Context: an optimization exercise on an open-source flow, tuned for small area. The choices shown serve that exercise and are no tape-out recipe.
At most, simulation tests tie the RTL to the original design; equivalence was not proved.
The clock port is modelled as an ideal driver; clocking choices that lean on that would not hold on a real chip.
Power figures rest on the tool's default switching activity, not on a simulated workload.

==> v32 <==
==> flow/design.v <==
package ths_pkg;
  localparam int DEPTH_DEF = 16;
  localparam int EW        = 24;   
  typedef enum logic [1:0] {
    KIND_ACCEPT = 2'd0,
    KIND_REJECT = 2'd1,
    KIND_FIRE   = 2'd2
  } kind_t;
endpackage
module ths_cmp
(
  input  logic [7:0] a,
  input  logic [7:0] b,
  output logic       lt
);
  assign lt = a < b;
endmodule
module ths_heap_ram
#(
  parameter int DEPTH = ths_pkg::DEPTH_DEF,
  parameter int W     = ths_pkg::EW
) (
  input  logic         clk,
  input  logic [W-1:0] wdata,
  output logic [W-1:0] head
);
  logic [DEPTH*W-1:0] ring_r;
  always_ff @(posedge clk) begin
    ring_r <= {wdata, ring_r[DEPTH*W-1:W]};
  end
  assign head = ring_r[W-1:0];
endmodule
module timer_heap_scheduler_core
#(
  parameter int DEPTH = ths_pkg::DEPTH_DEF
) (
  input  logic        clk,
  input  logic        rst_n,
  input  logic        start,
  output logic        busy,
  input  logic        in_operation,
  input  logic [15:0] in_delay,
  input  logic [7:0]  in_timer_id,
  output logic        out_valid,
  output logic [1:0]  out_kind,
  output logic [7:0]  out_fired_id,
  output logic [31:0] out_at_time,
  output logic        out_last
);
  localparam int PW = (DEPTH > 1) ? $clog2(DEPTH) : 1;
  logic          busy_r;      
  logic          op_r;        
  logic          dpass_r;     
  logic          f2_r;        
  logic          found_r;     
  logic          more_r;      
  logic          clr_r;       
  logic [PW-1:0] pcnt_r;      
  logic [7:0]    idr_r;       
  logic [15:0]   dreg_r;      
  logic [31:0]   t_r;         
  logic          ov_r;
  logic          dz;          
  logic [23:0]   head, wdata;
  logic [15:0]   hrel;
  logic [7:0]    hid;
  logic          hfree, hdue, id_lt;
  logic          take_req, ins, take, dec, pass_end;
  logic          found_nxt, more_nxt;
  logic [15:0]   wrel;
  logic [7:0]    wid;
  logic [31:0]   t_inc;
  logic [15:0]   hrel_dec;
  logic [PW-1:0] pcnt_inc;
  always_comb begin
    logic c;
    c = take_req && in_operation;
    for (int i = 0; i < 32; i++) begin
      t_inc[i] = t_r[i] ^ c;
      c        = c & t_r[i];
    end
    c = dec && (hrel != 16'd0);
    for (int i = 0; i < 16; i++) begin
      hrel_dec[i] = hrel[i] ^ c;
      c           = c & ~hrel[i];
    end
    c = 1'b1;
    for (int i = 0; i < PW; i++) begin
      pcnt_inc[i] = pcnt_r[i] ^ c;
      c           = c & pcnt_r[i];
    end
  end
  ths_heap_ram #(.DEPTH(DEPTH)) u_ram (
    .clk   (clk),
    .wdata (wdata),
    .head  (head)
  );
  ths_cmp u_cmp (
    .a  (hid),
    .b  (idr_r),
    .lt (id_lt)
  );
  assign hrel  = head[23:8];
  assign hid   = head[7:0];
  assign hfree = clr_r || (hrel == 16'd0);
  assign hdue  = !clr_r && (hrel == 16'd1);
  assign take_req = rst_n && start && !busy_r;
  assign ins      = busy_r && !op_r && !found_r && hfree;
  assign take     = busy_r && op_r && !dpass_r && hdue && (!found_r || id_lt);
  assign dec      = busy_r && op_r && dpass_r;
  assign pass_end = busy_r && !f2_r && (pcnt_r == PW'(DEPTH - 1));
  assign found_nxt = found_r || ins || take;
  assign more_nxt  = more_r || (busy_r && op_r && !dpass_r && hdue && found_r);
  always_comb begin
    wrel = hrel_dec;
    if (clr_r || (take && !found_r)) begin
      wrel = 16'd0;
    end
    if (ins) begin
      wrel = dreg_r;
    end
  end
  assign wid = (ins || take) ? idr_r : hid;
  assign wdata = {wrel, wid};
  always_ff @(posedge clk) begin
    if (!rst_n) begin
      busy_r <= 1'b0;
      clr_r  <= 1'b1;
      t_r    <= 32'd0;
      ov_r   <= 1'b0;
      f2_r   <= 1'b0;
    end else begin
      ov_r <= 1'b0;
      t_r  <= t_inc;
      if (take_req) begin
        busy_r <= 1'b1;
      end
      if (pass_end) begin
        clr_r <= 1'b0;
        if (!op_r) begin
          ov_r <= 1'b1;
          f2_r <= found_nxt && dz;
          if (!(found_nxt && dz)) begin
            busy_r <= 1'b0;
          end
        end else if (!dpass_r) begin
          ov_r <= found_nxt;
        end else begin
          busy_r <= 1'b0;
        end
      end
      if (f2_r) begin
        ov_r   <= 1'b1;
        busy_r <= 1'b0;
        f2_r   <= 1'b0;
      end
    end
  end
  always_ff @(posedge clk) begin
    pcnt_r  <= pcnt_inc;
    found_r <= found_nxt;
    more_r  <= more_nxt;
    if (take) begin
      idr_r <= hid;
    end
    if (pass_end && op_r) begin
      found_r <= 1'b0;
      more_r  <= 1'b0;
      if (!more_nxt) begin
        dpass_r <= 1'b1;
      end
    end
    if (take_req) begin
      op_r    <= in_operation;
      pcnt_r  <= '0;
      found_r <= 1'b0;
      more_r  <= 1'b0;
      dpass_r <= 1'b0;
      if (!in_operation) begin
        idr_r  <= in_timer_id;
        dreg_r <= in_delay;
      end
    end
  end
  assign busy         = busy_r;
  assign out_valid    = ov_r;
  assign dz = (dreg_r == 16'd0);
  assign out_kind     = (op_r || (found_r && dz && !f2_r)) ? 2'(ths_pkg::KIND_FIRE) :
                        found_r ? 2'(ths_pkg::KIND_ACCEPT) : 2'(ths_pkg::KIND_REJECT);
  assign out_fired_id = idr_r;
  assign out_at_time  = t_r;
  assign out_last     = op_r ? dpass_r : !f2_r;
endmodule
==> flow/flow/run.sh <==
#!/bin/bash
# Layout flow: the standard ORFS flow with two changes that leave the design and the
# measurement alone:
#  - synthesis is the standard flow's own script (synth_recipe.tcl) with ABC's combinational mapping
#    done by an area-oriented script (flow/area.abc) instead of ORFS's speed script;
#    registers, their names and cell types come out as in the standard synthesis;
#    ORFS's half-adder extraction is skipped (ADDER_MAP_FILE empty) so that ABC maps the
#    counters together with their enable and reset logic;
#  - the port buffers are the smallest buffer cell (sky130_fd_sc_hd__buf_1); every input
#    and output port still gets its own buffer.
#  - clock tree synthesis adds no dummy loads (-dont_use_dummy_load); otherwise the same
#    clock_tree_synthesis arguments ORFS builds from CTS_CLUSTER_SIZE/DIAMETER.
# Full tool output: flow_standard.log (and ORFS's per-step logs under orfs/logs).
set -euo pipefail
W=$PWD
ABC_SCRIPT=$W/flow/area.abc
cat > $W/area_synth.tcl <<EOT
proc synth {args} { yosys synth -nofsm -noshare {*}\$args }
proc abc {args} {
  set i [lsearch -exact \$args -script]
  if { \$i >= 0 } { lset args [expr {\$i + 1}] $ABC_SCRIPT }
  yosys abc {*}\$args
}
source \$::env(SCRIPTS_DIR)/synth.tcl
# left out here: clear keep_hierarchy, flatten, clean up
yosys rename -hide {w:*\$func\$*}
write_verilog -noattr -nohex -nodec \$::env(RESULTS_DIR)/1_2_yosys.v
EOT
bash standard.sh SYNTH_SCRIPT=$W/area_synth.tcl ADDER_MAP_FILE= \
  "BUFFER_PORTS_ARGS=-buffer_cell sky130_fd_sc_hd__buf_1" \
  "CTS_ARGS=-sink_clustering_enable -repair_clock_nets -sink_clustering_size 36 -sink_clustering_max_diameter 80 -dont_use_dummy_load -buf_list {sky130_fd_sc_hd__clkbuf_4 sky130_fd_sc_hd__clkbuf_16} -root_buf sky130_fd_sc_hd__clkbuf_4 -tree_buf sky130_fd_sc_hd__clkbuf_4 -sink_clustering_buffer sky130_fd_sc_hd__clkbuf_16" \
  finish > flow_standard.log 2>&1
==> flow/flow/area.abc <==
strash
&get -n
&fraig -x
&put
scorr
dc2
strash
&get -n
&dch -f
&nf -R 1000
&put
strash
&get -n
&dch -f
&nf -R 1000
&put
==> flow/standard.sh <==
#!/bin/bash
# synth_recipe.tcl (not shown) runs the flow's synth.tcl, then flattens the netlist and writes it again
# the make line also repeats each setting of config.mk as NAME=value (left out here)
make -C /OpenROAD-flow-scripts/flow DESIGN_CONFIG=/design/flow/config.mk WORK_HOME=/design/flow/orfs CLKGATE_MAP_FILE= SYNTH_SCRIPT=/design/flow/synth_recipe.tcl "${@:-finish}"
==> flow/config.mk <==
export PLATFORM = sky130hd
export DESIGN_NAME = timer_heap_scheduler_core
export DESIGN_NICKNAME = timer_heap_scheduler_core
export VERILOG_FILES = /design/flow/design.v
export SDC_FILE = /design/flow/constraint.sdc
export NUM_CORES = 4
export LEC_CHECK = 0
export CAP_MARGIN = 20
export CORE_MARGIN = 2
export CORE_UTILIZATION = 65
export CTS_CLUSTER_DIAMETER = 80
export CTS_CLUSTER_SIZE = 36
export PLACE_DENSITY = 0.8
export SLEW_MARGIN = 20
==> flow/constraint.sdc <==
create_clock -name core_clock -period 9.0 [get_ports {clk}]
set_input_delay 1.8000 -clock core_clock [delete_from_list [all_inputs] [get_ports {clk}]]
set_output_delay 1.8000 -clock core_clock [all_outputs]
set_load 0.01 [all_outputs]
==> v8: changes against v32 <==
--- a/flow/design.v
+++ b/flow/design.v
@@ -61,5 +61,6 @@
   logic [31:0]   t_r;         
   logic          ov_r;
-  logic          dz;          
+  logic [1:0] kind_r;
+  logic          last_r;
   logic [23:0]   head, wdata;
   logic [15:0]   hrel;
@@ -70,25 +71,4 @@
   logic [15:0]   wrel;
   logic [7:0]    wid;
-  logic [31:0]   t_inc;
-  logic [15:0]   hrel_dec;
-  logic [PW-1:0] pcnt_inc;
-  always_comb begin
-    logic c;
-    c = take_req && in_operation;
-    for (int i = 0; i < 32; i++) begin
-      t_inc[i] = t_r[i] ^ c;
-      c        = c & t_r[i];
-    end
-    c = dec && (hrel != 16'd0);
-    for (int i = 0; i < 16; i++) begin
-      hrel_dec[i] = hrel[i] ^ c;
-      c           = c & ~hrel[i];
-    end
-    c = 1'b1;
-    for (int i = 0; i < PW; i++) begin
-      pcnt_inc[i] = pcnt_r[i] ^ c;
-      c           = c & pcnt_r[i];
-    end
-  end
   ths_heap_ram #(.DEPTH(DEPTH)) u_ram (
     .clk   (clk),
@@ -113,7 +93,10 @@
   assign more_nxt  = more_r || (busy_r && op_r && !dpass_r && hdue && found_r);
   always_comb begin
-    wrel = hrel_dec;
+    wrel = hrel;
     if (clr_r || (take && !found_r)) begin
       wrel = 16'd0;
+    end
+    if (dec && hrel != 16'd0) begin
+      wrel = hrel - 16'd1;
     end
     if (ins) begin
@@ -132,7 +115,9 @@
     end else begin
       ov_r <= 1'b0;
-      t_r  <= t_inc;
       if (take_req) begin
         busy_r <= 1'b1;
+        if (in_operation) begin
+          t_r <= t_r + 32'd1;
+        end
       end
       if (pass_end) begin
@@ -140,6 +125,6 @@
         if (!op_r) begin
           ov_r <= 1'b1;
-          f2_r <= found_nxt && dz;
-          if (!(found_nxt && dz)) begin
+          f2_r <= found_nxt && dreg_r == 16'd0;
+          if (!(found_nxt && dreg_r == 16'd0)) begin
             busy_r <= 1'b0;
           end
@@ -158,5 +143,5 @@
   end
   always_ff @(posedge clk) begin
-    pcnt_r  <= pcnt_inc;
+    pcnt_r  <= pcnt_r + 1'b1;
     found_r <= found_nxt;
     more_r  <= more_nxt;
@@ -164,10 +149,21 @@
       idr_r <= hid;
     end
-    if (pass_end && op_r) begin
-      found_r <= 1'b0;
-      more_r  <= 1'b0;
-      if (!more_nxt) begin
-        dpass_r <= 1'b1;
+    if (pass_end) begin
+      if (!op_r) begin
+        kind_r <= found_nxt ? 2'(ths_pkg::KIND_ACCEPT) : 2'(ths_pkg::KIND_REJECT);
+        last_r <= !(found_nxt && dreg_r == 16'd0);
+      end else begin
+        kind_r <= 2'(ths_pkg::KIND_FIRE);
+        last_r <= !more_nxt;
+        found_r <= 1'b0;
+        more_r  <= 1'b0;
+        if (!more_nxt) begin
+          dpass_r <= 1'b1;
+        end
       end
+    end
+    if (f2_r) begin
+      kind_r <= 2'(ths_pkg::KIND_FIRE);
+      last_r <= 1'b1;
     end
     if (take_req) begin
@@ -185,9 +181,7 @@
   assign busy         = busy_r;
   assign out_valid    = ov_r;
-  assign dz = (dreg_r == 16'd0);
-  assign out_kind     = (op_r || (found_r && dz && !f2_r)) ? 2'(ths_pkg::KIND_FIRE) :
-                        found_r ? 2'(ths_pkg::KIND_ACCEPT) : 2'(ths_pkg::KIND_REJECT);
+  assign out_kind     = kind_r;
   assign out_fired_id = idr_r;
   assign out_at_time  = t_r;
-  assign out_last     = op_r ? dpass_r : !f2_r;
+  assign out_last     = last_r;
 endmodule
==> flow/run.sh (new file) <==
#!/bin/bash
# synth_recipe.tcl (not shown) runs the flow's synth.tcl, then flattens the netlist and writes it again
# the make line also repeats each setting of config.mk as NAME=value (left out here)
make -C /OpenROAD-flow-scripts/flow DESIGN_CONFIG=/design/flow/config.mk WORK_HOME=/design/flow/orfs CLKGATE_MAP_FILE= SYNTH_SCRIPT=/design/flow/synth_recipe.tcl finish
- CORE_UTILIZATION: 65 -> 60
- CTS_BUF_LIST: unset -> sky130_fd_sc_hd__clkbuf_8 sky130_fd_sc_hd__clkbuf_16
- CTS_CLUSTER_DIAMETER: 80 -> 120
- CTS_CLUSTER_SIZE: 36 -> 30
- PLACE_DENSITY: 0.8 -> unset
removed: flow/flow/run.sh
removed: flow/flow/area.abc
removed: flow/standard.sh
==> qor summary <==
|  | v32 | v8 |
|---|---|---|
| Met1 Wirelength | 7190 um | 8730 um |
| Data required time of the critical path | 9600 ps | 9440 ps |
| Area used by sequential logic in the layout | 9220 um^2 | 9280 um^2 |
| Well Taps | 216 | 260 |
| Standard-cell row count | 46 | 50 |
| Arr. time, crit path | 8000 ps | 4270 ps |
| Status | complete, no violations | complete, no violations |
| Clock latency of the later-clocked register in the worst-skew pair | 700 ps | 520 ps |
| Number of multi-input logic gates | 252 | 348 |
| Fraction of area in multi-input gates | 12.1% | 16.6% |
| Max VDD drop | 235 uV | 212 uV |
| Die ar. | 17400 um^2 | 20400 um^2 |
| Avg Synthesized Cell Area | 14.9 um^2 | 13.8 um^2 |
| Total of flip-flops plus latches after synthesis | 452 | 455 |
| Die Span Y | 132 um | 143 um |
| Achievable frequency | 0.135 GHz | 0.261 GHz |
| Number of antenna repair diodes | 1 | 0 |
| Sequential Power | 2.25 mW | 2.30 mW |
| Adder-Cell Fraction of Synth Area | 0.376% | 1.30% |
| Worst reg2reg startpoint | busy_r | u_ram.ring_r[8] |
| Sequential-to-total area share from yosys stat | 86.5% | 80.1% |
| Combined area of the multi-input logic cells | 1400 um^2 | 2170 um^2 |
| GR Layer Usage met3 | 3.61% | 3.22% |
| Clock transition at path regs | 120 ps | 100 ps |
| Detailed-route via count | 5094 | 6126 |
| Global placer's final weighted congestion | 0.817 | 0.883 |
For v8, only the layout was checked, not whether the RTL still works.

-- afterwards: timing with drivers on the ports --
The results above use ideal ports. As a check the final layouts listed here were re-extracted and re-timed, cells and wires unchanged. Step 1 sets driving cells, clkbuf_16 on the clock port and buf_2 on the other inputs (assumed; they add their load-dependent delay and slew). Step 2 moves the port delays by t, midway between the first and last clock arrival at a register: inputs arrive t later, outputs are due t later. That takes back most of the time a late clock gives input paths. a / b / c = ideal / step 1 / step 2; a / b = the first two.
run | t (ns) | setup slack, ns | worst setup path after step 2
v32 | 0.700 | 1.607 / 1.621 / 0.921 | input to register
v8 | 0.554 | 5.169 / 5.159 / 4.605 | input to register
After both steps every run listed still meets setup and hold. For v32, which loses most, drivers alone change the setup slack by +0.014 ns; drivers and shift together by -0.686 ns.
